This is an optimization exercise on Yosys and OpenROAD, whose aim is a short achievable clock period and few clock cycles per item, not a production implementation. Only simulation tests tie the RTL to the original design; equivalence was not proved. No activity file was given, so power comes from the tool's default toggle rates.

## flow/design.v

```verilog
module pipe_divider (
    input  logic        clk,
    input  logic        rst,
    input  logic        in_valid,
    output logic        in_ready,
    input  logic [31:0] dividend,
    input  logic [31:0] divisor,
    output logic        out_valid,
    input  logic        out_ready,
    output logic [31:0] quotient,
    output logic [31:0] remainder,
    output logic        div_by_zero
);
    logic              ov;         
    logic              iter;       
    logic [32:0]       pr;         
    logic [34:0]       as_q;       
    logic              sa;         
    logic              qneg;       
    logic              dz;
    logic [31:0]       q;          
    logic [31:0]       qm;         
    logic [31:0]       qo;         
    logic [2:0]        cnt;        
    logic signed [36:0] my1;    
    logic signed [36:0] my2;    
    logic signed [36:0] my3;    
    logic signed [36:0] my4;    
    logic signed [36:0] my5;    
    logic signed [36:0] my6;    
    logic signed [36:0] my7;    
    logic signed [36:0] my8;    
    logic signed [36:0] my9;    
    logic signed [36:0] my10;    
    logic signed [36:0] my11;    
    logic signed [36:0] my12;    
    logic signed [36:0] my13;    
    logic signed [36:0] my14;    
    logic signed [36:0] my15;    
    logic signed [36:0] my16;    
    logic signed [36:0] my17;    
    logic signed [36:0] my18;    
    logic signed [36:0] my19;    
    logic signed [36:0] my20;    
    logic signed [36:0] my21;    
    logic signed [36:0] my22;    
    logic signed [36:0] my23;    
    logic signed [36:0] my24;    
    logic signed [36:0] my25;    
    logic signed [36:0] my26;    
    logic signed [36:0] my27;    
    logic signed [36:0] my28;    
    logic signed [36:0] my29;    
    logic signed [36:0] my30;    
    logic signed [36:0] my31;    
    logic acc;
    assign in_ready    = !iter && (!ov || out_ready);
    assign acc         = in_valid && in_ready;
    assign out_valid   = ov;
    assign quotient    = qo;
    assign remainder   = pr[31:0] + {31'd0, sa};
    assign div_by_zero = dz;
    logic a_s, a_qneg, a_dz;
    logic signed [32:0] dd;        
    assign a_s    = dividend[31];
    assign a_qneg = dividend[31] ^ divisor[31];
    assign a_dz   = divisor == 32'd0;
    assign dd     = {divisor[31], divisor};
    logic [7:0] t;
    assign t[7] = 1'b0;
    logic signed [34:0] ta0, tb0, tp0, tm0;
    logic tl0, tpp0, tpm0;
    assign ta0 = {{3{dividend[31]}}, dividend[31:0]};
    assign tb0 = {{2{dd[32]}}, dd};
    assign tp0 = ta0 + tb0;
    assign tm0 = ta0 - tb0;
    assign tl0 = 1'b1;
    assign tpp0 = a_s ? (tp0[34] || (tl0 && ((ta0 ^ tb0) == ((ta0 | tb0) << 1)))) : !tp0[34];
    assign tpm0 = a_s ? (tm0[34] || (tl0 && (ta0 == tb0))) : !tm0[34];
    assign t[0] = a_qneg ? tpp0 : tpm0;
    logic signed [34:0] ta1, tb1, tp1, tm1;
    logic tl1, tpp1, tpm1;
    assign ta1 = {{8{dividend[31]}}, dividend[31:5]};
    assign tb1 = {{2{dd[32]}}, dd};
    assign tp1 = ta1 + tb1;
    assign tm1 = ta1 - tb1;
    assign tl1 = dividend[4:0] == 5'd0;
    assign tpp1 = a_s ? (tp1[34] || (tl1 && ((ta1 ^ tb1) == ((ta1 | tb1) << 1)))) : !tp1[34];
    assign tpm1 = a_s ? (tm1[34] || (tl1 && (ta1 == tb1))) : !tm1[34];
    assign t[1] = a_qneg ? tpp1 : tpm1;
    logic signed [34:0] ta2, tb2, tp2, tm2;
    logic tl2, tpp2, tpm2;
    assign ta2 = {{13{dividend[31]}}, dividend[31:10]};
    assign tb2 = {{2{dd[32]}}, dd};
    assign tp2 = ta2 + tb2;
    assign tm2 = ta2 - tb2;
    assign tl2 = dividend[9:0] == 10'd0;
    assign tpp2 = a_s ? (tp2[34] || (tl2 && ((ta2 ^ tb2) == ((ta2 | tb2) << 1)))) : !tp2[34];
    assign tpm2 = a_s ? (tm2[34] || (tl2 && (ta2 == tb2))) : !tm2[34];
    assign t[2] = a_qneg ? tpp2 : tpm2;
    logic signed [34:0] ta3, tb3, tp3, tm3;
    logic tl3, tpp3, tpm3;
    assign ta3 = {{18{dividend[31]}}, dividend[31:15]};
    assign tb3 = {{2{dd[32]}}, dd};
    assign tp3 = ta3 + tb3;
    assign tm3 = ta3 - tb3;
    assign tl3 = dividend[14:0] == 15'd0;
    assign tpp3 = a_s ? (tp3[34] || (tl3 && ((ta3 ^ tb3) == ((ta3 | tb3) << 1)))) : !tp3[34];
    assign tpm3 = a_s ? (tm3[34] || (tl3 && (ta3 == tb3))) : !tm3[34];
    assign t[3] = a_qneg ? tpp3 : tpm3;
    logic signed [34:0] ta4, tb4, tp4, tm4;
    logic tl4, tpp4, tpm4;
    assign ta4 = {{23{dividend[31]}}, dividend[31:20]};
    assign tb4 = {{2{dd[32]}}, dd};
    assign tp4 = ta4 + tb4;
    assign tm4 = ta4 - tb4;
    assign tl4 = dividend[19:0] == 20'd0;
    assign tpp4 = a_s ? (tp4[34] || (tl4 && ((ta4 ^ tb4) == ((ta4 | tb4) << 1)))) : !tp4[34];
    assign tpm4 = a_s ? (tm4[34] || (tl4 && (ta4 == tb4))) : !tm4[34];
    assign t[4] = a_qneg ? tpp4 : tpm4;
    logic signed [34:0] ta5, tb5, tp5, tm5;
    logic tl5, tpp5, tpm5;
    assign ta5 = {{28{dividend[31]}}, dividend[31:25]};
    assign tb5 = {{2{dd[32]}}, dd};
    assign tp5 = ta5 + tb5;
    assign tm5 = ta5 - tb5;
    assign tl5 = dividend[24:0] == 25'd0;
    assign tpp5 = a_s ? (tp5[34] || (tl5 && ((ta5 ^ tb5) == ((ta5 | tb5) << 1)))) : !tp5[34];
    assign tpm5 = a_s ? (tm5[34] || (tl5 && (ta5 == tb5))) : !tm5[34];
    assign t[5] = a_qneg ? tpp5 : tpm5;
    logic signed [34:0] ta6, tb6, tp6, tm6;
    logic tl6, tpp6, tpm6;
    assign ta6 = {{33{dividend[31]}}, dividend[31:30]};
    assign tb6 = {{2{dd[32]}}, dd};
    assign tp6 = ta6 + tb6;
    assign tm6 = ta6 - tb6;
    assign tl6 = dividend[29:0] == 30'd0;
    assign tpp6 = a_s ? (tp6[34] || (tl6 && ((ta6 ^ tb6) == ((ta6 | tb6) << 1)))) : !tp6[34];
    assign tpm6 = a_s ? (tm6[34] || (tl6 && (ta6 == tb6))) : !tm6[34];
    assign t[6] = a_qneg ? tpp6 : tpm6;
    logic nsel0; assign nsel0 = !t[0] || a_dz;
    logic nsel1; assign nsel1 = t[0] && !t[1] && !a_dz;
    logic nsel2; assign nsel2 = t[1] && !t[2] && !a_dz;
    logic nsel3; assign nsel3 = t[2] && !t[3] && !a_dz;
    logic nsel4; assign nsel4 = t[3] && !t[4] && !a_dz;
    logic nsel5; assign nsel5 = t[4] && !t[5] && !a_dz;
    logic nsel6; assign nsel6 = t[5] && !t[6] && !a_dz;
    logic nsel7; assign nsel7 = t[6] && !t[7] && !a_dz;
    logic signed [35:0] ae;
    assign ae = {{4{dividend[31]}}, dividend} - {35'd0, dividend[31]};
    logic [32:0] pr_acc;
    logic [34:0] as_acc;
    logic [2:0] cnt_acc;
    logic signed [35:0] aesh0; assign aesh0 = ae >>> 0;
    logic signed [35:0] aesh1; assign aesh1 = ae >>> 5;
    logic [35:0] aesl1; assign aesl1 = ae << 30;
    logic signed [35:0] aesh2; assign aesh2 = ae >>> 10;
    logic [35:0] aesl2; assign aesl2 = ae << 25;
    logic signed [35:0] aesh3; assign aesh3 = ae >>> 15;
    logic [35:0] aesl3; assign aesl3 = ae << 20;
    logic signed [35:0] aesh4; assign aesh4 = ae >>> 20;
    logic [35:0] aesl4; assign aesl4 = ae << 15;
    logic signed [35:0] aesh5; assign aesh5 = ae >>> 25;
    logic [35:0] aesl5; assign aesl5 = ae << 10;
    logic signed [35:0] aesh6; assign aesh6 = ae >>> 30;
    logic [35:0] aesl6; assign aesl6 = ae << 5;
    logic signed [35:0] aesh7; assign aesh7 = ae >>> 35;
    logic [35:0] aesl7; assign aesl7 = ae << 0;
    assign pr_acc = ({33{nsel0}} & aesh0[32:0])
                  | ({33{nsel1}} & aesh1[32:0])
                  | ({33{nsel2}} & aesh2[32:0])
                  | ({33{nsel3}} & aesh3[32:0])
                  | ({33{nsel4}} & aesh4[32:0])
                  | ({33{nsel5}} & aesh5[32:0])
                  | ({33{nsel6}} & aesh6[32:0])
                  | ({33{nsel7}} & aesh7[32:0]);
    assign as_acc = ({35{nsel1}} & aesl1[34:0])
                  | ({35{nsel2}} & aesl2[34:0])
                  | ({35{nsel3}} & aesl3[34:0])
                  | ({35{nsel4}} & aesl4[34:0])
                  | ({35{nsel5}} & aesl5[34:0])
                  | ({35{nsel6}} & aesl6[34:0])
                  | ({35{nsel7}} & aesl7[34:0]);
    assign cnt_acc = ({3{nsel1}} & 3'd0)
                   | ({3{nsel2}} & 3'd1)
                   | ({3{nsel3}} & 3'd2)
                   | ({3{nsel4}} & 3'd3)
                   | ({3{nsel5}} & 3'd4)
                   | ({3{nsel6}} & 3'd5)
                   | ({3{nsel7}} & 3'd6);
    logic signed [36:0] dx;
    assign dx = {{5{divisor[31]}}, divisor};
    logic signed [36:0] md1;
    assign md1 = dx;
    logic signed [36:0] md2;
    assign md2 = (dx <<< 1);
    logic signed [36:0] md3;
    assign md3 = (dx <<< 2) - dx;
    logic signed [36:0] md4;
    assign md4 = (dx <<< 2);
    logic signed [36:0] md5;
    assign md5 = dx + (dx <<< 2);
    logic signed [36:0] md6;
    assign md6 = (dx <<< 3) - (dx <<< 1);
    logic signed [36:0] md7;
    assign md7 = (dx <<< 3) - dx;
    logic signed [36:0] md8;
    assign md8 = (dx <<< 3);
    logic signed [36:0] md9;
    assign md9 = dx + (dx <<< 3);
    logic signed [36:0] md10;
    assign md10 = (dx <<< 1) + (dx <<< 3);
    logic signed [36:0] md11;
    logic signed [36:0] md11_s, md11_m, md11_c;
    assign md11_s = dx ^ (dx <<< 1) ^ (dx <<< 3);
    assign md11_m = (dx & (dx <<< 1)) | (dx & (dx <<< 3)) | ((dx <<< 1) & (dx <<< 3));
    assign md11_c = {md11_m[35:0], 1'b0};
    assign md11 = md11_s + md11_c;
    logic signed [36:0] md12;
    assign md12 = (dx <<< 4) - (dx <<< 2);
    logic signed [36:0] md13;
    logic signed [36:0] md13_s, md13_m, md13_c;
    assign md13_s = dx ^ (dx <<< 2) ^ (dx <<< 3);
    assign md13_m = (dx & (dx <<< 2)) | (dx & (dx <<< 3)) | ((dx <<< 2) & (dx <<< 3));
    assign md13_c = {md13_m[35:0], 1'b0};
    assign md13 = md13_s + md13_c;
    logic signed [36:0] md14;
    assign md14 = (dx <<< 4) - (dx <<< 1);
    logic signed [36:0] md15;
    assign md15 = (dx <<< 4) - dx;
    logic signed [36:0] md16;
    assign md16 = (dx <<< 4);
    logic signed [36:0] md17;
    assign md17 = dx + (dx <<< 4);
    logic signed [36:0] md18;
    assign md18 = (dx <<< 1) + (dx <<< 4);
    logic signed [36:0] md19;
    logic signed [36:0] md19_s, md19_m, md19_c;
    assign md19_s = dx ^ (dx <<< 1) ^ (dx <<< 4);
    assign md19_m = (dx & (dx <<< 1)) | (dx & (dx <<< 4)) | ((dx <<< 1) & (dx <<< 4));
    assign md19_c = {md19_m[35:0], 1'b0};
    assign md19 = md19_s + md19_c;
    logic signed [36:0] md20;
    assign md20 = (dx <<< 2) + (dx <<< 4);
    logic signed [36:0] md21;
    logic signed [36:0] md21_s, md21_m, md21_c;
    assign md21_s = dx ^ (dx <<< 2) ^ (dx <<< 4);
    assign md21_m = (dx & (dx <<< 2)) | (dx & (dx <<< 4)) | ((dx <<< 2) & (dx <<< 4));
    assign md21_c = {md21_m[35:0], 1'b0};
    assign md21 = md21_s + md21_c;
    logic signed [36:0] md22;
    logic signed [36:0] md22_s, md22_m, md22_c;
    assign md22_s = (dx <<< 1) ^ (dx <<< 2) ^ (dx <<< 4);
    assign md22_m = ((dx <<< 1) & (dx <<< 2)) | ((dx <<< 1) & (dx <<< 4)) | ((dx <<< 2) & (dx <<< 4));
    assign md22_c = {md22_m[35:0], 1'b0};
    assign md22 = md22_s + md22_c;
    logic signed [36:0] md23;
    logic signed [36:0] md23_s, md23_m, md23_c;
    assign md23_s = ~dx ^ ~(dx <<< 3) ^ (dx <<< 5);
    assign md23_m = (~dx & ~(dx <<< 3)) | (~dx & (dx <<< 5)) | (~(dx <<< 3) & (dx <<< 5));
    assign md23_c = {md23_m[35:0], 1'b1};
    logic [37:0] md23_w; assign md23_w = {md23_s, 1'b1} + {md23_c, 1'b1};
    assign md23 = md23_w[37:1];
    logic signed [36:0] md24;
    assign md24 = (dx <<< 5) - (dx <<< 3);
    logic signed [36:0] md25;
    logic signed [36:0] md25_s, md25_m, md25_c;
    assign md25_s = dx ^ (dx <<< 3) ^ (dx <<< 4);
    assign md25_m = (dx & (dx <<< 3)) | (dx & (dx <<< 4)) | ((dx <<< 3) & (dx <<< 4));
    assign md25_c = {md25_m[35:0], 1'b0};
    assign md25 = md25_s + md25_c;
    logic signed [36:0] md26;
    logic signed [36:0] md26_s, md26_m, md26_c;
    assign md26_s = (dx <<< 1) ^ (dx <<< 3) ^ (dx <<< 4);
    assign md26_m = ((dx <<< 1) & (dx <<< 3)) | ((dx <<< 1) & (dx <<< 4)) | ((dx <<< 3) & (dx <<< 4));
    assign md26_c = {md26_m[35:0], 1'b0};
    assign md26 = md26_s + md26_c;
    logic signed [36:0] md27;
    logic signed [36:0] md27_s, md27_m, md27_c;
    assign md27_s = ~dx ^ ~(dx <<< 2) ^ (dx <<< 5);
    assign md27_m = (~dx & ~(dx <<< 2)) | (~dx & (dx <<< 5)) | (~(dx <<< 2) & (dx <<< 5));
    assign md27_c = {md27_m[35:0], 1'b1};
    logic [37:0] md27_w; assign md27_w = {md27_s, 1'b1} + {md27_c, 1'b1};
    assign md27 = md27_w[37:1];
    logic signed [36:0] md28;
    assign md28 = (dx <<< 5) - (dx <<< 2);
    logic signed [36:0] md29;
    logic signed [36:0] md29_s, md29_m, md29_c;
    assign md29_s = dx ^ ~(dx <<< 2) ^ (dx <<< 5);
    assign md29_m = (dx & ~(dx <<< 2)) | (dx & (dx <<< 5)) | (~(dx <<< 2) & (dx <<< 5));
    assign md29_c = {md29_m[35:0], 1'b1};
    assign md29 = md29_s + md29_c;
    logic signed [36:0] md30;
    assign md30 = (dx <<< 5) - (dx <<< 1);
    logic signed [36:0] md31;
    assign md31 = (dx <<< 5) - dx;
    logic signed [38:0] pin;    
    assign pin = {pr[32], pr, as_q[34:30]};
    logic [32:1] p;             
    assign p[32] = 1'b0;
    logic signed [38:0] mx1, s1;
    assign mx1 = {{2{my1[36]}}, my1};
    assign s1 = ({pin, 1'b1} + {mx1, !qneg}) >>> 1;
    assign p[1] = sa ? s1[38] : !s1[38];
    logic signed [38:0] mx2, s2;
    assign mx2 = {{2{my2[36]}}, my2};
    assign s2 = ({pin, 1'b1} + {mx2, !qneg}) >>> 1;
    assign p[2] = sa ? s2[38] : !s2[38];
    logic signed [38:0] mx3, s3;
    assign mx3 = {{2{my3[36]}}, my3};
    assign s3 = ({pin, 1'b1} + {mx3, !qneg}) >>> 1;
    assign p[3] = sa ? s3[38] : !s3[38];
    logic signed [38:0] mx4, s4;
    assign mx4 = {{2{my4[36]}}, my4};
    assign s4 = ({pin, 1'b1} + {mx4, !qneg}) >>> 1;
    assign p[4] = sa ? s4[38] : !s4[38];
    logic signed [38:0] mx5, s5;
    assign mx5 = {{2{my5[36]}}, my5};
    assign s5 = ({pin, 1'b1} + {mx5, !qneg}) >>> 1;
    assign p[5] = sa ? s5[38] : !s5[38];
    logic signed [38:0] mx6, s6;
    assign mx6 = {{2{my6[36]}}, my6};
    assign s6 = ({pin, 1'b1} + {mx6, !qneg}) >>> 1;
    assign p[6] = sa ? s6[38] : !s6[38];
    logic signed [38:0] mx7, s7;
    assign mx7 = {{2{my7[36]}}, my7};
    assign s7 = ({pin, 1'b1} + {mx7, !qneg}) >>> 1;
    assign p[7] = sa ? s7[38] : !s7[38];
    logic signed [38:0] mx8, s8;
    assign mx8 = {{2{my8[36]}}, my8};
    assign s8 = ({pin, 1'b1} + {mx8, !qneg}) >>> 1;
    assign p[8] = sa ? s8[38] : !s8[38];
    logic signed [38:0] mx9, s9;
    assign mx9 = {{2{my9[36]}}, my9};
    assign s9 = ({pin, 1'b1} + {mx9, !qneg}) >>> 1;
    assign p[9] = sa ? s9[38] : !s9[38];
    logic signed [38:0] mx10, s10;
    assign mx10 = {{2{my10[36]}}, my10};
    assign s10 = ({pin, 1'b1} + {mx10, !qneg}) >>> 1;
    assign p[10] = sa ? s10[38] : !s10[38];
    logic signed [38:0] mx11, s11;
    assign mx11 = {{2{my11[36]}}, my11};
    assign s11 = ({pin, 1'b1} + {mx11, !qneg}) >>> 1;
    assign p[11] = sa ? s11[38] : !s11[38];
    logic signed [38:0] mx12, s12;
    assign mx12 = {{2{my12[36]}}, my12};
    assign s12 = ({pin, 1'b1} + {mx12, !qneg}) >>> 1;
    assign p[12] = sa ? s12[38] : !s12[38];
    logic signed [38:0] mx13, s13;
    assign mx13 = {{2{my13[36]}}, my13};
    assign s13 = ({pin, 1'b1} + {mx13, !qneg}) >>> 1;
    assign p[13] = sa ? s13[38] : !s13[38];
    logic signed [38:0] mx14, s14;
    assign mx14 = {{2{my14[36]}}, my14};
    assign s14 = ({pin, 1'b1} + {mx14, !qneg}) >>> 1;
    assign p[14] = sa ? s14[38] : !s14[38];
    logic signed [38:0] mx15, s15;
    assign mx15 = {{2{my15[36]}}, my15};
    assign s15 = ({pin, 1'b1} + {mx15, !qneg}) >>> 1;
    assign p[15] = sa ? s15[38] : !s15[38];
    logic signed [38:0] mx16, s16;
    assign mx16 = {{2{my16[36]}}, my16};
    assign s16 = ({pin, 1'b1} + {mx16, !qneg}) >>> 1;
    assign p[16] = sa ? s16[38] : !s16[38];
    logic signed [38:0] mx17, s17;
    assign mx17 = {{2{my17[36]}}, my17};
    assign s17 = ({pin, 1'b1} + {mx17, !qneg}) >>> 1;
    assign p[17] = sa ? s17[38] : !s17[38];
    logic signed [38:0] mx18, s18;
    assign mx18 = {{2{my18[36]}}, my18};
    assign s18 = ({pin, 1'b1} + {mx18, !qneg}) >>> 1;
    assign p[18] = sa ? s18[38] : !s18[38];
    logic signed [38:0] mx19, s19;
    assign mx19 = {{2{my19[36]}}, my19};
    assign s19 = ({pin, 1'b1} + {mx19, !qneg}) >>> 1;
    assign p[19] = sa ? s19[38] : !s19[38];
    logic signed [38:0] mx20, s20;
    assign mx20 = {{2{my20[36]}}, my20};
    assign s20 = ({pin, 1'b1} + {mx20, !qneg}) >>> 1;
    assign p[20] = sa ? s20[38] : !s20[38];
    logic signed [38:0] mx21, s21;
    assign mx21 = {{2{my21[36]}}, my21};
    assign s21 = ({pin, 1'b1} + {mx21, !qneg}) >>> 1;
    assign p[21] = sa ? s21[38] : !s21[38];
    logic signed [38:0] mx22, s22;
    assign mx22 = {{2{my22[36]}}, my22};
    assign s22 = ({pin, 1'b1} + {mx22, !qneg}) >>> 1;
    assign p[22] = sa ? s22[38] : !s22[38];
    logic signed [38:0] mx23, s23;
    assign mx23 = {{2{my23[36]}}, my23};
    assign s23 = ({pin, 1'b1} + {mx23, !qneg}) >>> 1;
    assign p[23] = sa ? s23[38] : !s23[38];
    logic signed [38:0] mx24, s24;
    assign mx24 = {{2{my24[36]}}, my24};
    assign s24 = ({pin, 1'b1} + {mx24, !qneg}) >>> 1;
    assign p[24] = sa ? s24[38] : !s24[38];
    logic signed [38:0] mx25, s25;
    assign mx25 = {{2{my25[36]}}, my25};
    assign s25 = ({pin, 1'b1} + {mx25, !qneg}) >>> 1;
    assign p[25] = sa ? s25[38] : !s25[38];
    logic signed [38:0] mx26, s26;
    assign mx26 = {{2{my26[36]}}, my26};
    assign s26 = ({pin, 1'b1} + {mx26, !qneg}) >>> 1;
    assign p[26] = sa ? s26[38] : !s26[38];
    logic signed [38:0] mx27, s27;
    assign mx27 = {{2{my27[36]}}, my27};
    assign s27 = ({pin, 1'b1} + {mx27, !qneg}) >>> 1;
    assign p[27] = sa ? s27[38] : !s27[38];
    logic signed [38:0] mx28, s28;
    assign mx28 = {{2{my28[36]}}, my28};
    assign s28 = ({pin, 1'b1} + {mx28, !qneg}) >>> 1;
    assign p[28] = sa ? s28[38] : !s28[38];
    logic signed [38:0] mx29, s29;
    assign mx29 = {{2{my29[36]}}, my29};
    assign s29 = ({pin, 1'b1} + {mx29, !qneg}) >>> 1;
    assign p[29] = sa ? s29[38] : !s29[38];
    logic signed [38:0] mx30, s30;
    assign mx30 = {{2{my30[36]}}, my30};
    assign s30 = ({pin, 1'b1} + {mx30, !qneg}) >>> 1;
    assign p[30] = sa ? s30[38] : !s30[38];
    logic signed [38:0] mx31, s31;
    assign mx31 = {{2{my31[36]}}, my31};
    assign s31 = ({pin, 1'b1} + {mx31, !qneg}) >>> 1;
    assign p[31] = sa ? s31[38] : !s31[38];
    logic dsel0; assign dsel0 = !p[1];
    logic dsel1; assign dsel1 = p[1] && !p[2];
    logic dsel2; assign dsel2 = p[2] && !p[3];
    logic dsel3; assign dsel3 = p[3] && !p[4];
    logic dsel4; assign dsel4 = p[4] && !p[5];
    logic dsel5; assign dsel5 = p[5] && !p[6];
    logic dsel6; assign dsel6 = p[6] && !p[7];
    logic dsel7; assign dsel7 = p[7] && !p[8];
    logic dsel8; assign dsel8 = p[8] && !p[9];
    logic dsel9; assign dsel9 = p[9] && !p[10];
    logic dsel10; assign dsel10 = p[10] && !p[11];
    logic dsel11; assign dsel11 = p[11] && !p[12];
    logic dsel12; assign dsel12 = p[12] && !p[13];
    logic dsel13; assign dsel13 = p[13] && !p[14];
    logic dsel14; assign dsel14 = p[14] && !p[15];
    logic dsel15; assign dsel15 = p[15] && !p[16];
    logic dsel16; assign dsel16 = p[16] && !p[17];
    logic dsel17; assign dsel17 = p[17] && !p[18];
    logic dsel18; assign dsel18 = p[18] && !p[19];
    logic dsel19; assign dsel19 = p[19] && !p[20];
    logic dsel20; assign dsel20 = p[20] && !p[21];
    logic dsel21; assign dsel21 = p[21] && !p[22];
    logic dsel22; assign dsel22 = p[22] && !p[23];
    logic dsel23; assign dsel23 = p[23] && !p[24];
    logic dsel24; assign dsel24 = p[24] && !p[25];
    logic dsel25; assign dsel25 = p[25] && !p[26];
    logic dsel26; assign dsel26 = p[26] && !p[27];
    logic dsel27; assign dsel27 = p[27] && !p[28];
    logic dsel28; assign dsel28 = p[28] && !p[29];
    logic dsel29; assign dsel29 = p[29] && !p[30];
    logic dsel30; assign dsel30 = p[30] && !p[31];
    logic dsel31; assign dsel31 = p[31] && !p[32];
    logic [32:0] pr_it;
    logic [4:0] dig;
    assign pr_it = ({33{dsel0}} & pin[32:0])
                 | ({33{dsel1}} & s1[32:0])
                 | ({33{dsel2}} & s2[32:0])
                 | ({33{dsel3}} & s3[32:0])
                 | ({33{dsel4}} & s4[32:0])
                 | ({33{dsel5}} & s5[32:0])
                 | ({33{dsel6}} & s6[32:0])
                 | ({33{dsel7}} & s7[32:0])
                 | ({33{dsel8}} & s8[32:0])
                 | ({33{dsel9}} & s9[32:0])
                 | ({33{dsel10}} & s10[32:0])
                 | ({33{dsel11}} & s11[32:0])
                 | ({33{dsel12}} & s12[32:0])
                 | ({33{dsel13}} & s13[32:0])
                 | ({33{dsel14}} & s14[32:0])
                 | ({33{dsel15}} & s15[32:0])
                 | ({33{dsel16}} & s16[32:0])
                 | ({33{dsel17}} & s17[32:0])
                 | ({33{dsel18}} & s18[32:0])
                 | ({33{dsel19}} & s19[32:0])
                 | ({33{dsel20}} & s20[32:0])
                 | ({33{dsel21}} & s21[32:0])
                 | ({33{dsel22}} & s22[32:0])
                 | ({33{dsel23}} & s23[32:0])
                 | ({33{dsel24}} & s24[32:0])
                 | ({33{dsel25}} & s25[32:0])
                 | ({33{dsel26}} & s26[32:0])
                 | ({33{dsel27}} & s27[32:0])
                 | ({33{dsel28}} & s28[32:0])
                 | ({33{dsel29}} & s29[32:0])
                 | ({33{dsel30}} & s30[32:0])
                 | ({33{dsel31}} & s31[32:0])
                 ;
    assign dig[0] = dsel1 | dsel3 | dsel5 | dsel7 | dsel9 | dsel11 | dsel13 | dsel15 | dsel17 | dsel19 | dsel21 | dsel23 | dsel25 | dsel27 | dsel29 | dsel31;
    assign dig[1] = dsel2 | dsel3 | dsel6 | dsel7 | dsel10 | dsel11 | dsel14 | dsel15 | dsel18 | dsel19 | dsel22 | dsel23 | dsel26 | dsel27 | dsel30 | dsel31;
    assign dig[2] = dsel4 | dsel5 | dsel6 | dsel7 | dsel12 | dsel13 | dsel14 | dsel15 | dsel20 | dsel21 | dsel22 | dsel23 | dsel28 | dsel29 | dsel30 | dsel31;
    assign dig[3] = dsel8 | dsel9 | dsel10 | dsel11 | dsel12 | dsel13 | dsel14 | dsel15 | dsel24 | dsel25 | dsel26 | dsel27 | dsel28 | dsel29 | dsel30 | dsel31;
    assign dig[4] = dsel16 | dsel17 | dsel18 | dsel19 | dsel20 | dsel21 | dsel22 | dsel23 | dsel24 | dsel25 | dsel26 | dsel27 | dsel28 | dsel29 | dsel30 | dsel31;
    logic [31:0] q_it, qm_it;
    assign q_it  = {q[26:0], dig};
    assign qm_it = dsel0 ? {qm[26:0], {5{1'b1}}} : {q[26:0], dig - 5'd1};
    always_ff @(posedge clk or posedge rst)
        if (rst) begin
            ov   <= 1'b0;
            iter <= 1'b0;
        end else begin
            if (acc) begin
                ov   <= nsel0;
                iter <= !nsel0;
            end else if (iter) begin
                if (cnt == 3'd0) begin
                    iter <= 1'b0;
                    ov   <= 1'b1;
                end
            end else if (out_ready) begin
                ov <= 1'b0;
            end
        end
    always_ff @(posedge clk)
        if (acc) begin
            pr   <= pr_acc;
            as_q <= as_acc;
            cnt  <= cnt_acc;
            sa   <= a_s;
            qneg <= a_qneg;
            dz   <= a_dz;
            q    <= 32'd0;
            qm   <= 32'hFFFF_FFFF;
            qo   <= a_dz ? 32'hFFFF_FFFF : 32'd0;
            my1 <= md1 ^ {37{!a_qneg}};
            my2 <= md2 ^ {37{!a_qneg}};
            my3 <= md3 ^ {37{!a_qneg}};
            my4 <= md4 ^ {37{!a_qneg}};
            my5 <= md5 ^ {37{!a_qneg}};
            my6 <= md6 ^ {37{!a_qneg}};
            my7 <= md7 ^ {37{!a_qneg}};
            my8 <= md8 ^ {37{!a_qneg}};
            my9 <= md9 ^ {37{!a_qneg}};
            my10 <= md10 ^ {37{!a_qneg}};
            my11 <= md11 ^ {37{!a_qneg}};
            my12 <= md12 ^ {37{!a_qneg}};
            my13 <= md13 ^ {37{!a_qneg}};
            my14 <= md14 ^ {37{!a_qneg}};
            my15 <= md15 ^ {37{!a_qneg}};
            my16 <= md16 ^ {37{!a_qneg}};
            my17 <= md17 ^ {37{!a_qneg}};
            my18 <= md18 ^ {37{!a_qneg}};
            my19 <= md19 ^ {37{!a_qneg}};
            my20 <= md20 ^ {37{!a_qneg}};
            my21 <= md21 ^ {37{!a_qneg}};
            my22 <= md22 ^ {37{!a_qneg}};
            my23 <= md23 ^ {37{!a_qneg}};
            my24 <= md24 ^ {37{!a_qneg}};
            my25 <= md25 ^ {37{!a_qneg}};
            my26 <= md26 ^ {37{!a_qneg}};
            my27 <= md27 ^ {37{!a_qneg}};
            my28 <= md28 ^ {37{!a_qneg}};
            my29 <= md29 ^ {37{!a_qneg}};
            my30 <= md30 ^ {37{!a_qneg}};
            my31 <= md31 ^ {37{!a_qneg}};
        end else if (iter) begin
            pr   <= pr_it;
            as_q <= as_q << 5;
            cnt  <= cnt - 3'd1;
            q    <= q_it;
            qm   <= qm_it;
            qo   <= qneg ? ~qm_it : q_it;
        end
endmodule
```

## flow/run.sh

```bash
#!/bin/bash
# synth_recipe.tcl (not shown) runs the flow's synth.tcl, then flattens the netlist and writes it again
# the make line also repeats each setting of config.mk as NAME=value (left out here)
make -C /OpenROAD-flow-scripts/flow DESIGN_CONFIG=/design/flow/config.mk WORK_HOME=/design/flow/orfs CLKGATE_MAP_FILE= SYNTH_SCRIPT=/design/flow/synth_recipe.tcl finish
```

## flow/config.mk

```make
export PLATFORM = sky130hd
export DESIGN_NAME = pipe_divider
export DESIGN_NICKNAME = pipe_divider
export VERILOG_FILES = /design/flow/design.v
export SDC_FILE = /design/flow/constraint.sdc
export NUM_CORES = 4
export LEC_CHECK = 0
export ABC_CLOCK_PERIOD_IN_PS = 4000
export CAP_MARGIN = 20
export CORE_MARGIN = 2
export CORE_UTILIZATION = 40
export GPL_ROUTABILITY_DRIVEN = 1
export GPL_TIMING_DRIVEN = 1
export SETUP_SLACK_MARGIN = 5
export SLEW_MARGIN = 20
export TNS_END_PERCENT = 100
```

## flow/constraint.sdc

```tcl
create_clock -name core_clock -period 8.0 [get_ports {clk}]
set_input_delay 1.6000 -clock core_clock [delete_from_list [all_inputs] [get_ports {clk}]]
set_output_delay 1.6000 -clock core_clock [all_outputs]
set_load 0.01 [all_outputs]
```

==> qor.yml, run 1 <==
timing:
  fmax_ghz: 0.1759
  rsz0062_at_grt: "yes"
  fin_tns_setup_ps: 0
  finalHoldViolations: 0
  period_needed_ps: 5686
  slew_viol_final: 0
  maxSlewHeadroom_pct: 8.717
  finalSetupViolCount: 0
  period_share_pct: 71.07
  max_slew.worst_pin.slew_ps: 1359
  skew_ps: 102.3
power:
  power.density_nw_per_um2: 398.7
  power.leakage_nw: 67.90
  ir_drop_uv: 312.4
die:
  core_area_sq_um: 299800
  design.die.area_sq_um: 305700
  initial_core_util_pct: 40.21
  num_io_pins: 135
  die_w_um: 552.9
  rows: 201
  die_h_um: 552.9
placed_design:
  postPlaceCellArea_sq_um: 130300
  portBuffers: 134
  place_inst: 18508
  place_hpwl_um: 546400
  gp_congestion: 1.139
routing:
  drt-initial-drc-count: 21926
  wl_um: 754600
  firstDrtPassIters: 10
  vias: 137949
  vias_per_cell: 6.844
  drc: 0
  avgRoutedWirePerCell_um: 37.44
  antenna_left: 0
cts:
  numClockSinks: 699
  cts.clk_slew.worst_paths_ps: 70
  ctsHtreeMaxLevel: 3
  cts_buffer_depth: 3
  cts-root-buf: "clkbuf_16"
  cts_tree: "built"
  cts_hold_buf: 0
  numCtsBuffers: 95
  insertion_delay_ps: 830
worst_setup_path:
  end_kind: "flop"
  crit_type: "flop to flop"
  cp_max_fo: 6
  timing.rr.end: "pr[29]"
  slowest_delay_ps: 560
  reg2regPathDepth: 18
  crit_path_start: "qneg"
  r2r_start: "qneg"
  required_ps: 8590
  crit_path_top_delay_cell: "edfxtp_1"
  r2r_setup_slack_ps: 2310
  path_common_cell: "buf_4"
  cp.arrival_ps: 6270
  critPathCapture: "pr[29]"
  startpoint_type: "flop"
  path_cells: "buf_4, fa_2, buf_4, nor2b_1, o21bai_1, a21bo_2, a21oi_1, o21ai_1, a31oi_2, nand4_1, and3_1, nor2b_1, xnor2_1, a221oi_1, buf_4, nand4b_1, or4_1, o22a_1"
synth:
  ys_seq_area_share_pct: 16.96
  synth_flop_cell: "edfxtp_1"
  ys.warnings.count: 1
  synth_seq_cells: 699
  syn_area_sq_um: 120500
  synth-edff-count: 643
  syn_avg_cell_area_sq_um: 8.477
  synth_cell_types: 104
  async_flop_share_pct: 0.2861
  syn-num-nets: 16557
  synthCells: 14219
grt:
  antenna_found_initial: 74
  grt_max_degree: 79
  grt_pass1_vias: 124649
  grt_overflow_total: 0
  grt_use_total_pct: 45.21
  grt_pass1_wl_um: 974100
final_layout:
  final_cell_mix: "ha_1 (1765), buf_4 (1108), a21oi_1 (1093)"
  num-fill-cells: 26005
  area_growth_pct: 38.37
  multi_input_area_sq_um: 113400
  final_layout_size_suffix_gt1_share_pct: 27.51
  seqCellArea_sq_um: 20440
  final_common_cell: "ha_1"
  instances_no_fill: 20157
  nets: 18417
  finalInstanceArea_sq_um: 166800
job:
  max-cap-violations: 0
worst_hold_path:
  hp-start: "q[24]"
  min_path_type: "flop to flop"
status:
  outcome: "no timing/DRC/antenna violations"
[cells in the mapped netlist, types with 149 or more instances]
master	count	share of area, %
a21o_1	717	4.5
a21oi_1	1403	5.8
and3_1	149	0.77
clkbuf_1	253	0.79
edfxtp_1	643	16
fa_1	240	4.0
ha_1	2030	21
inv_1	542	1.7
nand2_1	903	2.8
nand2b_1	219	1.1
nand3_1	261	1.1
nand4_1	180	0.93
nor2_1	896	2.8
nor2b_1	172	0.89
nor3_1	296	1.2
o21a_1	186	1.2
o21ai_0	772	3.2
o21bai_1	236	1.5
xnor2_1	1280	9.3
xor2_1	645	4.7
[state kept, by name, summed over array words and instances (netlist names), 32 cells and up]
signal / flops
my27: 36
my29: 36
my31: 36
as_q: 35
my23: 35
my25: 35
my19: 34
my21: 34
my26: 34
my17: 33
my22: 33
pr: 33
my30: 32
qo: 32
[layout make-up]
| cell class | instances | area share, % |
|---|---|---|
| antenna | 39 | 0.05851 |
| multi-input combinational | 12651 | 68.01 |
| clock buffer | 111 | 1.474 |
| clock inverter | 67 | 0.4899 |
| inverter | 546 | 1.382 |
| timing repair buffer | 2079 | 13.33 |
| timing repair inverter | 7 | 0.03826 |
| sequential | 699 | 12.26 |
| tap | 3958 | 2.969 |
[worst max-delay path: cells and delay by family, from the launching register on]
kind | cells | cell delay [ps]
flops | 1 | 560
fa+ha+maj | 1 | 460
buf+inv | 3 | 600
simple gates | 6 | 1430
compound gates | 7 | 2140
xor+xnor | 1 | 270
[per-layer routing]
| metal | track usage [%] | vias up | share of wire, % | routed length, um |
|---|---|---|---|---|
| met1 | 56.49 | 66898 | 36 | 269400 |
| met4 | 29.16 | 50 | 9.5 | 71810 |
| met5 | 0.1563 | - | 0.076 | 573 |
| met3 | 18.54 | 3116 | 16 | 120500 |
| li1 | - | 56986 | - | - |
| met2 | 63.57 | 10899 | 39 | 292300 |
[power by group]
group	internal [mW]	total, mW	switching, mW
logic	20.0	54.6	34.6
registers	5.62	7.09	1.47
clock network	2.70	4.85	2.15
total	28.3	66.5	38.2
[repair_timing]
item,in CTS,in global routing
pin swaps,1026,775
cloned,61,11
resized for setup,3151,1202
endpoints found under the setup margin,1341,710
buffers inserted,878,482
[cell families after synthesis]
kind of cell / synth area share [%]
adders and majority gates: 25.06
AOI/OAI and AO/OA: 26.34
and+or+nand+nor: 14.65
xor gates and xnor gates: 13.99
DFF: 16.96
muxes: 0.2761
buffers and inverters: 2.726
[metrics by stage]
step	setup slack [ps]	utilization (%)	power [mW]	hold slack [ps]
after CTS	2504	52.21	59.05	476.7
after global placement	417.4	43.45	47.70	460.9
final	2314	55.64	66.50	487.2
after detailed placement	486.7	43.46	47.68	469.9
after global routing	2321	55.61	66.93	518.7
after floorplan	2214	-	29.45	449.3
[worst min path at each step]
stage                     slack [ps]  cells after the start     to
after global placement           460                      2  q[22]
after CTS                        480                      2  q[24]
after floorplan                  450                      2  q[22]
after global routing             520                      2  qm[1]
after detailed placement         470                      2  q[24]
final                            490                      2  q[24]
Testbench counts, summed over its fixed seeds: cycles 4,147, items 1,600.
==> inputs of run 2 (changes only) <==
--- a/flow/design.v
+++ b/flow/design.v
@@ -24,34 +24,49 @@
     logic [2:0]        cnt;        
     logic signed [36:0] my1;    
     logic signed [36:0] my2;    
+    assign my2 = {my1[35:0], !qneg};
     logic signed [36:0] my3;    
     logic signed [36:0] my4;    
+    assign my4 = {my2[35:0], !qneg};
     logic signed [36:0] my5;    
     logic signed [36:0] my6;    
+    assign my6 = {my3[35:0], !qneg};
     logic signed [36:0] my7;    
     logic signed [36:0] my8;    
+    assign my8 = {my4[35:0], !qneg};
     logic signed [36:0] my9;    
     logic signed [36:0] my10;    
+    assign my10 = {my5[35:0], !qneg};
     logic signed [36:0] my11;    
     logic signed [36:0] my12;    
+    assign my12 = {my6[35:0], !qneg};
     logic signed [36:0] my13;    
     logic signed [36:0] my14;    
+    assign my14 = {my7[35:0], !qneg};
     logic signed [36:0] my15;    
     logic signed [36:0] my16;    
+    assign my16 = {my8[35:0], !qneg};
     logic signed [36:0] my17;    
     logic signed [36:0] my18;    
+    assign my18 = {my9[35:0], !qneg};
     logic signed [36:0] my19;    
     logic signed [36:0] my20;    
+    assign my20 = {my10[35:0], !qneg};
     logic signed [36:0] my21;    
     logic signed [36:0] my22;    
+    assign my22 = {my11[35:0], !qneg};
     logic signed [36:0] my23;    
     logic signed [36:0] my24;    
+    assign my24 = {my12[35:0], !qneg};
     logic signed [36:0] my25;    
     logic signed [36:0] my26;    
+    assign my26 = {my13[35:0], !qneg};
     logic signed [36:0] my27;    
     logic signed [36:0] my28;    
+    assign my28 = {my14[35:0], !qneg};
     logic signed [36:0] my29;    
     logic signed [36:0] my30;    
+    assign my30 = {my15[35:0], !qneg};
     logic signed [36:0] my31;    
     logic acc;
     assign in_ready    = !iter && (!ov || out_ready);
@@ -192,68 +207,42 @@
     assign dx = {{5{divisor[31]}}, divisor};
     logic signed [36:0] md1;
     assign md1 = dx;
-    logic signed [36:0] md2;
-    assign md2 = (dx <<< 1);
     logic signed [36:0] md3;
     assign md3 = (dx <<< 2) - dx;
-    logic signed [36:0] md4;
-    assign md4 = (dx <<< 2);
     logic signed [36:0] md5;
     assign md5 = dx + (dx <<< 2);
-    logic signed [36:0] md6;
-    assign md6 = (dx <<< 3) - (dx <<< 1);
     logic signed [36:0] md7;
     assign md7 = (dx <<< 3) - dx;
-    logic signed [36:0] md8;
-    assign md8 = (dx <<< 3);
     logic signed [36:0] md9;
     assign md9 = dx + (dx <<< 3);
-    logic signed [36:0] md10;
-    assign md10 = (dx <<< 1) + (dx <<< 3);
     logic signed [36:0] md11;
     logic signed [36:0] md11_s, md11_m, md11_c;
     assign md11_s = dx ^ (dx <<< 1) ^ (dx <<< 3);
     assign md11_m = (dx & (dx <<< 1)) | (dx & (dx <<< 3)) | ((dx <<< 1) & (dx <<< 3));
     assign md11_c = {md11_m[35:0], 1'b0};
     assign md11 = md11_s + md11_c;
-    logic signed [36:0] md12;
-    assign md12 = (dx <<< 4) - (dx <<< 2);
     logic signed [36:0] md13;
     logic signed [36:0] md13_s, md13_m, md13_c;
     assign md13_s = dx ^ (dx <<< 2) ^ (dx <<< 3);
     assign md13_m = (dx & (dx <<< 2)) | (dx & (dx <<< 3)) | ((dx <<< 2) & (dx <<< 3));
     assign md13_c = {md13_m[35:0], 1'b0};
     assign md13 = md13_s + md13_c;
-    logic signed [36:0] md14;
-    assign md14 = (dx <<< 4) - (dx <<< 1);
     logic signed [36:0] md15;
     assign md15 = (dx <<< 4) - dx;
-    logic signed [36:0] md16;
-    assign md16 = (dx <<< 4);
     logic signed [36:0] md17;
     assign md17 = dx + (dx <<< 4);
-    logic signed [36:0] md18;
-    assign md18 = (dx <<< 1) + (dx <<< 4);
     logic signed [36:0] md19;
     logic signed [36:0] md19_s, md19_m, md19_c;
     assign md19_s = dx ^ (dx <<< 1) ^ (dx <<< 4);
     assign md19_m = (dx & (dx <<< 1)) | (dx & (dx <<< 4)) | ((dx <<< 1) & (dx <<< 4));
     assign md19_c = {md19_m[35:0], 1'b0};
     assign md19 = md19_s + md19_c;
-    logic signed [36:0] md20;
-    assign md20 = (dx <<< 2) + (dx <<< 4);
     logic signed [36:0] md21;
     logic signed [36:0] md21_s, md21_m, md21_c;
     assign md21_s = dx ^ (dx <<< 2) ^ (dx <<< 4);
     assign md21_m = (dx & (dx <<< 2)) | (dx & (dx <<< 4)) | ((dx <<< 2) & (dx <<< 4));
     assign md21_c = {md21_m[35:0], 1'b0};
     assign md21 = md21_s + md21_c;
-    logic signed [36:0] md22;
-    logic signed [36:0] md22_s, md22_m, md22_c;
-    assign md22_s = (dx <<< 1) ^ (dx <<< 2) ^ (dx <<< 4);
-    assign md22_m = ((dx <<< 1) & (dx <<< 2)) | ((dx <<< 1) & (dx <<< 4)) | ((dx <<< 2) & (dx <<< 4));
-    assign md22_c = {md22_m[35:0], 1'b0};
-    assign md22 = md22_s + md22_c;
     logic signed [36:0] md23;
     logic signed [36:0] md23_s, md23_m, md23_c;
     assign md23_s = ~dx ^ ~(dx <<< 3) ^ (dx <<< 5);
@@ -261,20 +250,12 @@
     assign md23_c = {md23_m[35:0], 1'b1};
     logic [37:0] md23_w; assign md23_w = {md23_s, 1'b1} + {md23_c, 1'b1};
     assign md23 = md23_w[37:1];
-    logic signed [36:0] md24;
-    assign md24 = (dx <<< 5) - (dx <<< 3);
     logic signed [36:0] md25;
     logic signed [36:0] md25_s, md25_m, md25_c;
     assign md25_s = dx ^ (dx <<< 3) ^ (dx <<< 4);
     assign md25_m = (dx & (dx <<< 3)) | (dx & (dx <<< 4)) | ((dx <<< 3) & (dx <<< 4));
     assign md25_c = {md25_m[35:0], 1'b0};
     assign md25 = md25_s + md25_c;
-    logic signed [36:0] md26;
-    logic signed [36:0] md26_s, md26_m, md26_c;
-    assign md26_s = (dx <<< 1) ^ (dx <<< 3) ^ (dx <<< 4);
-    assign md26_m = ((dx <<< 1) & (dx <<< 3)) | ((dx <<< 1) & (dx <<< 4)) | ((dx <<< 3) & (dx <<< 4));
-    assign md26_c = {md26_m[35:0], 1'b0};
-    assign md26 = md26_s + md26_c;
     logic signed [36:0] md27;
     logic signed [36:0] md27_s, md27_m, md27_c;
     assign md27_s = ~dx ^ ~(dx <<< 2) ^ (dx <<< 5);
@@ -282,16 +263,12 @@
     assign md27_c = {md27_m[35:0], 1'b1};
     logic [37:0] md27_w; assign md27_w = {md27_s, 1'b1} + {md27_c, 1'b1};
     assign md27 = md27_w[37:1];
-    logic signed [36:0] md28;
-    assign md28 = (dx <<< 5) - (dx <<< 2);
     logic signed [36:0] md29;
     logic signed [36:0] md29_s, md29_m, md29_c;
     assign md29_s = dx ^ ~(dx <<< 2) ^ (dx <<< 5);
     assign md29_m = (dx & ~(dx <<< 2)) | (dx & (dx <<< 5)) | (~(dx <<< 2) & (dx <<< 5));
     assign md29_c = {md29_m[35:0], 1'b1};
     assign md29 = md29_s + md29_c;
-    logic signed [36:0] md30;
-    assign md30 = (dx <<< 5) - (dx <<< 1);
     logic signed [36:0] md31;
     assign md31 = (dx <<< 5) - dx;
     logic signed [38:0] pin;    
@@ -455,7 +432,7 @@
     logic dsel30; assign dsel30 = p[30] && !p[31];
     logic dsel31; assign dsel31 = p[31] && !p[32];
     logic [32:0] pr_it;
-    logic [4:0] dig;
+    logic [4:0] dig, digm1, dign;    
     assign pr_it = ({33{dsel0}} & pin[32:0])
                  | ({33{dsel1}} & s1[32:0])
                  | ({33{dsel2}} & s2[32:0])
@@ -494,9 +471,20 @@
     assign dig[2] = dsel4 | dsel5 | dsel6 | dsel7 | dsel12 | dsel13 | dsel14 | dsel15 | dsel20 | dsel21 | dsel22 | dsel23 | dsel28 | dsel29 | dsel30 | dsel31;
     assign dig[3] = dsel8 | dsel9 | dsel10 | dsel11 | dsel12 | dsel13 | dsel14 | dsel15 | dsel24 | dsel25 | dsel26 | dsel27 | dsel28 | dsel29 | dsel30 | dsel31;
     assign dig[4] = dsel16 | dsel17 | dsel18 | dsel19 | dsel20 | dsel21 | dsel22 | dsel23 | dsel24 | dsel25 | dsel26 | dsel27 | dsel28 | dsel29 | dsel30 | dsel31;
-    logic [31:0] q_it, qm_it;
+    assign digm1[0] = dsel0 | dsel2 | dsel4 | dsel6 | dsel8 | dsel10 | dsel12 | dsel14 | dsel16 | dsel18 | dsel20 | dsel22 | dsel24 | dsel26 | dsel28 | dsel30;
+    assign digm1[1] = dsel0 | dsel3 | dsel4 | dsel7 | dsel8 | dsel11 | dsel12 | dsel15 | dsel16 | dsel19 | dsel20 | dsel23 | dsel24 | dsel27 | dsel28 | dsel31;
+    assign digm1[2] = dsel0 | dsel5 | dsel6 | dsel7 | dsel8 | dsel13 | dsel14 | dsel15 | dsel16 | dsel21 | dsel22 | dsel23 | dsel24 | dsel29 | dsel30 | dsel31;
+    assign digm1[3] = dsel0 | dsel9 | dsel10 | dsel11 | dsel12 | dsel13 | dsel14 | dsel15 | dsel16 | dsel25 | dsel26 | dsel27 | dsel28 | dsel29 | dsel30 | dsel31;
+    assign digm1[4] = dsel0 | dsel17 | dsel18 | dsel19 | dsel20 | dsel21 | dsel22 | dsel23 | dsel24 | dsel25 | dsel26 | dsel27 | dsel28 | dsel29 | dsel30 | dsel31;
+    assign dign[0] = dsel1 | dsel3 | dsel5 | dsel7 | dsel9 | dsel11 | dsel13 | dsel15 | dsel17 | dsel19 | dsel21 | dsel23 | dsel25 | dsel27 | dsel29 | dsel31;
+    assign dign[1] = dsel1 | dsel2 | dsel5 | dsel6 | dsel9 | dsel10 | dsel13 | dsel14 | dsel17 | dsel18 | dsel21 | dsel22 | dsel25 | dsel26 | dsel29 | dsel30;
+    assign dign[2] = dsel1 | dsel2 | dsel3 | dsel4 | dsel9 | dsel10 | dsel11 | dsel12 | dsel17 | dsel18 | dsel19 | dsel20 | dsel25 | dsel26 | dsel27 | dsel28;
+    assign dign[3] = dsel1 | dsel2 | dsel3 | dsel4 | dsel5 | dsel6 | dsel7 | dsel8 | dsel17 | dsel18 | dsel19 | dsel20 | dsel21 | dsel22 | dsel23 | dsel24;
+    assign dign[4] = dsel1 | dsel2 | dsel3 | dsel4 | dsel5 | dsel6 | dsel7 | dsel8 | dsel9 | dsel10 | dsel11 | dsel12 | dsel13 | dsel14 | dsel15 | dsel16;
+    logic [31:0] q_it, qm_it, qo_it;
     assign q_it  = {q[26:0], dig};
-    assign qm_it = dsel0 ? {qm[26:0], {5{1'b1}}} : {q[26:0], dig - 5'd1};
+    assign qm_it = {dsel0 ? qm[26:0] : q[26:0], digm1};
+    assign qo_it = qneg ? {dsel0 ? ~qm[26:0] : ~q[26:0], dign} : q_it;    
     always_ff @(posedge clk or posedge rst)
         if (rst) begin
             ov   <= 1'b0;
@@ -517,51 +505,34 @@
     always_ff @(posedge clk)
         if (acc) begin
             pr   <= pr_acc;
-            as_q <= as_acc;
-            cnt  <= cnt_acc;
             sa   <= a_s;
             qneg <= a_qneg;
             dz   <= a_dz;
-            q    <= 32'd0;
-            qm   <= 32'hFFFF_FFFF;
             qo   <= a_dz ? 32'hFFFF_FFFF : 32'd0;
             my1 <= md1 ^ {37{!a_qneg}};
-            my2 <= md2 ^ {37{!a_qneg}};
             my3 <= md3 ^ {37{!a_qneg}};
-            my4 <= md4 ^ {37{!a_qneg}};
             my5 <= md5 ^ {37{!a_qneg}};
-            my6 <= md6 ^ {37{!a_qneg}};
             my7 <= md7 ^ {37{!a_qneg}};
-            my8 <= md8 ^ {37{!a_qneg}};
             my9 <= md9 ^ {37{!a_qneg}};
-            my10 <= md10 ^ {37{!a_qneg}};
             my11 <= md11 ^ {37{!a_qneg}};
-            my12 <= md12 ^ {37{!a_qneg}};
             my13 <= md13 ^ {37{!a_qneg}};
-            my14 <= md14 ^ {37{!a_qneg}};
             my15 <= md15 ^ {37{!a_qneg}};
-            my16 <= md16 ^ {37{!a_qneg}};
             my17 <= md17 ^ {37{!a_qneg}};
-            my18 <= md18 ^ {37{!a_qneg}};
             my19 <= md19 ^ {37{!a_qneg}};
-            my20 <= md20 ^ {37{!a_qneg}};
             my21 <= md21 ^ {37{!a_qneg}};
-            my22 <= md22 ^ {37{!a_qneg}};
             my23 <= md23 ^ {37{!a_qneg}};
-            my24 <= md24 ^ {37{!a_qneg}};
             my25 <= md25 ^ {37{!a_qneg}};
-            my26 <= md26 ^ {37{!a_qneg}};
             my27 <= md27 ^ {37{!a_qneg}};
-            my28 <= md28 ^ {37{!a_qneg}};
             my29 <= md29 ^ {37{!a_qneg}};
-            my30 <= md30 ^ {37{!a_qneg}};
             my31 <= md31 ^ {37{!a_qneg}};
         end else if (iter) begin
             pr   <= pr_it;
-            as_q <= as_q << 5;
-            cnt  <= cnt - 3'd1;
-            q    <= q_it;
-            qm   <= qm_it;
-            qo   <= qneg ? ~qm_it : q_it;
+            qo   <= qo_it;
         end
+    always_ff @(posedge clk) begin
+        as_q <= acc ? as_acc : as_q << 5;
+        cnt  <= acc ? cnt_acc : cnt - 3'd1;
+        q    <= acc ? 32'd0 : q_it;
+        qm   <= acc ? 32'hFFFF_FFFF : qm_it;
+    end
 endmodule
--- a/flow/config.mk
+++ b/flow/config.mk
@@ -7,8 +7,10 @@
 export LEC_CHECK = 0
 export ABC_CLOCK_PERIOD_IN_PS = 4000
 export CAP_MARGIN = 20
+export CELL_PAD_IN_SITES_DETAIL_PLACEMENT = 1
+export CELL_PAD_IN_SITES_GLOBAL_PLACEMENT = 1
 export CORE_MARGIN = 2
-export CORE_UTILIZATION = 40
+export CORE_UTILIZATION = 35
 export GPL_ROUTABILITY_DRIVEN = 1
 export GPL_TIMING_DRIVEN = 1
 export SETUP_SLACK_MARGIN = 5
==> qor.yml, run 2 <==
status:
  outcome: "finished with violations"
  so_faults: "max-capacitance violations, max-slew violations"
placed_design:
  postPlaceCellArea_sq_um: 132400
  portBuffers: 134
  place_ws_ps: 339.9
  gp_congestion: 1.074
  place_hpwl_um: 627800
worst_setup_path:
  cp.arrival_ps: 6910
  slowest_delay_ps: 1170
  crit_type: "flop to flop"
  path_cells: "buf_12, buf_6, ha_2, o21ai_0, a21oi_1, o21a_1, o2111ai_4, buf_12, and4_4, nor4_4, buf_6, buf_12, nor2b_4, buf_12, buf_12, inv_6, buf_12, o2111a_1, buf_4, o2111ai_1, a2111o_1, and4b_1, buf_6, a2bb2oi_1"
  end_kind: "flop"
  cp_max_fo: 9
  crit_path_top_delay_cell: "o21ai_0"
  required_ps: 8600
  path_common_cell: "buf_12"
  startpoint_type: "flop"
timing:
  fmax_ghz: 0.1584
  max_slew.worst_pin.slew_ps: 2338
  period_share_pct: 78.91
  finalSetupViolCount: 0
  maxSlewHeadroom_pct: -57.08
  finalHoldViolations: 0
  rsz0062_at_grt: "yes"
  fin_tns_setup_ps: 0
  slew_viol_final: 7
  period_needed_ps: 6313
  fin_ws_ps: 1687
  skew_ps: 100.6
cts:
  ctsHtreeMaxLevel: 3
  cts_hold_buf: 0
  numCtsBuffers: 105
  cts.clk_slew.worst_paths_ps: 60
  insertion_delay_ps: 950
  cts_tree: "built"
  numClockSinks: 698
  cts_buffer_depth: 4
  cts-root-buf: "clkbuf_16"
final_layout:
  finalInstanceArea_sq_um: 175500
  top_register: "my31"
  final_cell_mix: "ha_1 (1679), buf_4 (1264), a21oi_1 (1043)"
  final_common_cell: "ha_1"
  multi_input_area_sq_um: 117100
  nets: 18626
  final_layout_size_suffix_gt1_share_pct: 31.30
  largest_reg_flops: 37
  seqCellArea_sq_um: 20050
  top_regs: "my31 (37), my25 (36), my29 (36)"
  num-fill-cells: 37654
  area_growth_pct: 45.56
grt:
  grt_use_met2_pct: 66.76
  antenna_found_initial: 115
  grt_overflow_total: 0
  grt_pass1_wl_um: 1108000
  busiest_layer: "met2"
  gr-usage-met1_pct: 59.31
  grt_max_degree: 107
  grt_use_total_pct: 45.78
  grt_pass1_vias: 133519
  gr-usage-met3_pct: 13.92
synth:
  synth_seq_cells: 698
  ys_top_cells_by_count: "ha_1 (2031), a21oi_1 (1379), xnor2_1 (1264), nor2_1 (820), nand2_1 (817)"
  synth_area_leaders: "ha_1 (21%), edfxtp_1 (15%), xnor2_1 (9.2%)"
  syn_avg_cell_area_sq_um: 8.578
  syn-num-nets: 16392
  ys_seq_area_share_pct: 16.61
  synthCells: 14054
  synth-edff-count: 604
  synth_flop_cell: "edfxtp_1"
  synth_top_area_share_pct: 21.08
  yosys.area.top_type: "ha_1"
  synth_cell_types: 132
  synth_most_common_cell: "ha_1"
  ys.warnings.count: 1
  syn_area_sq_um: 120600
  async_flop_share_pct: 0.2865
routing:
  antenna_left: 0
  vias: 141659
  wl_um: 884800
  drc: 0
  firstDrtPassIters: 10
  drt-initial-drc-count: 18791
  vias_per_cell: 6.750
  avgRoutedWirePerCell_um: 42.16
die:
  design.die.area_sq_um: 349200
  core_area_sq_um: 343000
  initial_core_util_pct: 35.15
  num_io_pins: 135
  die_w_um: 590.9
  die_h_um: 590.9
  rows: 215
worst_hold_path:
  min_path_type: "flop to flop"
power:
  power.density_nw_per_um2: 416.9
  ir_drop_uv: 347.2
  power.leakage_nw: 71.30
job:
  max-cap-violations: 3
==> run 2: cell count changes after synthesis, moves of 52 or more <==
cell / change
nor2_1: -76
nand2_1: -86
o21ai_0: -87
o22ai_1: -54
nor3_1: -53
clkbuf_1: -52
==> run 2: area by class of cell <==
| cell class | count | share of cell area, % |
|---|---|---|
| antenna | 62 | 0.08841 |
| clock buffer | 129 | 1.584 |
| clock inverter | 58 | 0.3216 |
| inverter | 565 | 1.364 |
| multi-input combinational | 12490 | 66.76 |
| sequential | 698 | 11.42 |
| tap | 4557 | 3.249 |
| timing repair buffer | 2428 | 15.21 |
==> run 2: timing repair <==
action | in CTS | in global routing
endpoints found under the hold margin | 0 | 0
pin swaps | 1089 | 922
gates resized for setup | 3846 | 1267
setup buffers | 1038 | 516
cloned | 74 | 9
setup endpoints to repair | 1249 | 1103
==> run 2: power by group <==
| part | total, mW | switching, mW | internal (mW) |
|---|---|---|---|
| logic | 61.5 | 38.9 | 22.6 |
| registers | 6.65 | 1.19 | 5.46 |
| clock network | 5.03 | 2.28 | 2.75 |
==> run 2: cell families (layout without fill, tap and decap cells) <==
family          after synthesis  after routing  share of synthesized area, %
compound gates             4795           4795                         26.67
buf+inv                     867           3180                         2.771
xor+xnor                   1955           1955                         14.21
fa+ha+maj                  2270           2270                         25.05
mux                          80             80                        0.6715
simple gates               3389           3390                         14.02
other cells                   0             62                             0
flops                       698            698                         16.61
==> run 2: worst paths after layout <==
check | from | endpoint | slack, ps | cells past startpoint
max | pr[5] | pr[10] | 1690 | 24
min | as_q[25] | as_q[30] | 430 | 2
max reg2reg | pr[5] | pr[10] | 1690 | 24
min reg2reg | as_q[25] | as_q[30] | 430 | 2
max in group asynchronous | rst | iter | 7010 | 2
min in group asynchronous | rst | ov | 880 | 2
==> run 2: critical path, delay by kind of cell, from the launching register on <==
family          cells  cell delay [ps]
compound gates      8             2670
buf+inv            11             1730
simple gates        4              720
flops               1              400
fa+ha+maj           1              340
==> run 2: metal layers <==
metal	part of all wire [%]	up-vias	routed length, um
met3	13	3268	118400
li1	-	57181	-
met4	8.9	57	78440
met5	0.087	-	766
met1	38	71392	334600
met2	40	9761	352500
==> run 2: stage by stage <==
step	utilization, %	cells	power, mW	hold slack, ps
detailed placement	38.61	19101	52.12	420.6
finish	51.16	20987	73.16	428.3
CTS	47.96	20400	65.57	403.2
floorplan	-	14054	30.06	401.4
global route	51.13	20946	73.72	449.9
global placement	38.58	19097	52.09	413.1
Testbench counts of run 2, summed over its fixed seeds: cycles 4,147, items 1,600.
==> inputs of run 3 (changes only) <==
--- a/flow/config.mk
+++ b/flow/config.mk
@@ -7,10 +7,8 @@
 export LEC_CHECK = 0
 export ABC_CLOCK_PERIOD_IN_PS = 4000
 export CAP_MARGIN = 20
-export CELL_PAD_IN_SITES_DETAIL_PLACEMENT = 1
-export CELL_PAD_IN_SITES_GLOBAL_PLACEMENT = 1
 export CORE_MARGIN = 2
-export CORE_UTILIZATION = 35
+export CORE_UTILIZATION = 40
 export GPL_ROUTABILITY_DRIVEN = 1
 export GPL_TIMING_DRIVEN = 1
 export SETUP_SLACK_MARGIN = 5
==> qor.yml, run 3 <==
cts:
  cts_buffer_depth: 3
  insertion_delay_ps: 900
  numCtsBuffers: 100
  cts-root-buf: "clkbuf_16"
  numClockSinks: 698
  cts_tree: "built"
  ctsHtreeMaxLevel: 3
  cts.clk_slew.worst_paths_ps: 60
worst_setup_path:
  r2r_start: "pr[5]"
  crit_path_start: "divisor[2]"
  end_kind: "flop"
  cp_top_family: "compound AO/OA/AOI/OAI gates"
  startpoint_type: "primary input"
  cp.arrival_ps: 6260
  crit_type: "primary input to flop"
  crit_path_top_delay_cell: "fa_2"
  cp_max_fo: 4
  required_ps: 8540
  cp_num_buf_inv: 4
  path_cells: "buf_12, buf_6, buf_12, buf_8, fa_2, ha_4, a21o_1, a21o_1, a2111oi_4, o21bai_4, a221oi_4, nor2_4, a41o_1, o21a_2, a41o_1, o21a_4, a211o_1, a31o_2, a21oi_2, xnor2_1"
  slowest_delay_ps: 760
grt:
  grt_pass1_wl_um: 1015000
  antenna_found_initial: 75
  gr-usage-met3_pct: 16.89
  grt_use_total_pct: 47.45
  grt_max_degree: 56
  grt_pass1_vias: 125483
  gr-usage-met1_pct: 61.08
  grt_overflow_total: 0
  grt_use_met2_pct: 66.85
  busiest_layer: "met2"
synth:
  synth_flop_cell: "edfxtp_1"
  synth_cell_types: 132
  yosys.area.top_type: "ha_1"
  synth_area_leaders: "ha_1 (21%), edfxtp_1 (15%), xnor2_1 (9.2%)"
  syn-num-nets: 16392
  ys.warnings.count: 1
  syn_avg_cell_area_sq_um: 8.578
  ys_top_cells_by_count: "ha_1 (2031), a21oi_1 (1379), xnor2_1 (1264), nor2_1 (820), nand2_1 (817)"
  synthCells: 14054
  syn_area_sq_um: 120600
  synth-edff-count: 604
  ys_seq_area_share_pct: 16.61
  synth_top_area_share_pct: 21.08
  async_flop_share_pct: 0.2865
  synth_most_common_cell: "ha_1"
  synth_seq_cells: 698
die:
  initial_core_util_pct: 40.22
  core_area_sq_um: 299800
  die_h_um: 553.0
  design.die.area_sq_um: 305800
  die_w_um: 553.0
  rows: 201
  num_io_pins: 135
worst_hold_path:
  min_path_type: "flop to flop"
  hp-start: "as_q[5]"
routing:
  avgRoutedWirePerCell_um: 38.75
  drt-initial-drc-count: 20856
  drc: 0
  vias: 138053
  firstDrtPassIters: 14
  wl_um: 783600
  antenna_left: 0
  vias_per_cell: 6.827
final_layout:
  postLayoutCoreUtil_pct: 56.85
  final_cell_mix: "ha_1 (1714), buf_4 (1202), a21oi_1 (1060)"
  final_common_cell: "ha_1"
  largest_reg_flops: 37
  top_regs: "my31 (37), my25 (36), my29 (36)"
  area_growth_pct: 41.35
  multi_input_area_sq_um: 114900
  nets: 18486
  top_register: "my31"
  num-fill-cells: 25950
  seqCellArea_sq_um: 20050
  final_layout_size_suffix_gt1_share_pct: 29.52
power:
  power.leakage_nw: 69.61
  power.total_mw: 69.81
  ir_drop_uv: 314.5
  power.density_nw_per_um2: 409.7
status:
  outcome: "no timing/DRC/antenna violations"
timing:
  maxSlewHeadroom_pct: 11.31
  period_share_pct: 71.51
  period_needed_ps: 5721
  max_slew.worst_pin.slew_ps: 1324
  fin_tns_setup_ps: 0
  rsz0062_at_grt: "yes"
  skew_ps: 140.8
  fmax_ghz: 0.1748
  finalHoldViolations: 0
  slew_viol_final: 0
  finalSetupViolCount: 0
job:
  max-cap-violations: 0
placed_design:
  gp_congestion: 1.128
  place_hpwl_um: 573000
  portBuffers: 134
==> run 3: cell counts after synthesis <==
No cell type changed its count.
==> run 3: cell type report <==
type / count / area share [%]
Tap cell: 3958 / 2.906
Timing Repair Buffer: 2286 / 14.49
Clock inverter: 67 / 0.4178
Antenna cell: 34 / 0.04993
Clock buffer: 116 / 1.540
Inverter: 565 / 1.393
Sequential cell: 698 / 11.76
Timing Repair inverter: 4 / 0.02056
Multi-Input combinational cell: 12493 / 67.42
==> run 3: kinds of logic after synthesis <==
| kind of cell | after synthesis | share of synthesized area (%) |
|---|---|---|
| buffers and inverters | 867 | 2.771 |
| AND/OR/NAND/NOR | 3389 | 14.02 |
| flip-flops | 698 | 16.61 |
| AO/OA/AOI/OAI | 4795 | 26.67 |
| adder cells (fa/ha/maj) | 2270 | 25.05 |
| XOR/XNOR | 1955 | 14.21 |
| multiplexers | 80 | 0.6715 |
==> run 3: worst min-delay path, delay by kind of cell, from the launching register on <==
family,cells,cell delay [ps]
AO/OA/AOI/OAI,1,50
flip-flops,1,300
AND/OR/NAND/NOR,1,50
==> run 3: timing repair <==
item | CTS | global route
pin swaps | 1028 | 819
hold buffers | 0 | 0
cloned | 62 | 12
endpoints found under the setup margin | 1316 | 884
hold endpoints to repair | 0 | 0
buffers inserted | 1052 | 432
resized for setup | 3617 | 1108
==> run 3: metal layers <==
metal  vias up  part of all wire (%)
met1     67804                    37
li1      56953                     -
met3      2809                    15
met5         -                 0.060
met2     10437                    39
met4        50                   8.9
==> run 3: worst paths after layout <==
| check | to | slack [ps] | cells past startpoint |
|---|---|---|---|
| setup / recovery | my21[36] | 2280 | 20 |
| max in group asynchronous | ov | 6890 | 2 |
| setup reg to reg | pr[19] | 2350 | 19 |
| hold / removal | as_q[10] | 400 | 2 |
| hold reg to reg | as_q[10] | 400 | 2 |
| min in group asynchronous | ov | 980 | 2 |
==> run 3: through the flow <==
stage / cells / hold slack [ps] / cell area (sq um) / worst slack (ps)
floorplan: 14054 / 401.4 / 120600 / 1993
finish: 20221 / 397.1 / 170400 / 2279
CTS: 19743 / 384.9 / 161000 / 2625
detailed placement: 18446 / 414.0 / 130900 / 320.8
global route: 20190 / 408.4 / 170300 / 2206
global placement: 18446 / 410.7 / 130900 / 32.44
==> run 3: report_power, final <==
part	switching [mW]	internal, mW
clock	2.21	2.68
combinational	36.5	21.6
sequential	1.27	5.47

==> re-timing with driven ports <==
The results above use ideal ports. As a check the final layouts listed here were re-extracted and re-timed, cells and wires unchanged. Step 1, drivers: a clkbuf_16 drives clk and a buf_2 each remaining input, both assumed. Step 2 also shifts input and output timing later by t, the mid clock arrival at the registers, as if the neighbouring blocks saw the same clock. a / b / c = ideal ports / drivers / drivers and shift; a / b = the first two.
run | shift t [ns] | setup slack, ns | hold WS [ns] | slew at the worst register clock pin (ns) | pins driven straight from the clock port
run 1 | 0.867 | 2.314 / 2.314 / 1.587 | 0.487 / 0.487 / 0.487 | 0.08 / 0.08 | 1
run 2 | 1.028 | 1.687 / 1.687 / 1.132 | 0.428 / 0.428 / 0.428 | 0.08 / 0.08 | 1
run 3 | 0.951 | 2.279 / 2.331 / 1.380 | 0.397 / 0.397 / 0.397 | 0.07 / 0.07 | 1
For run 3, which loses most, drivers alone change the setup slack by +0.052 ns; drivers and shift together by -0.899 ns.
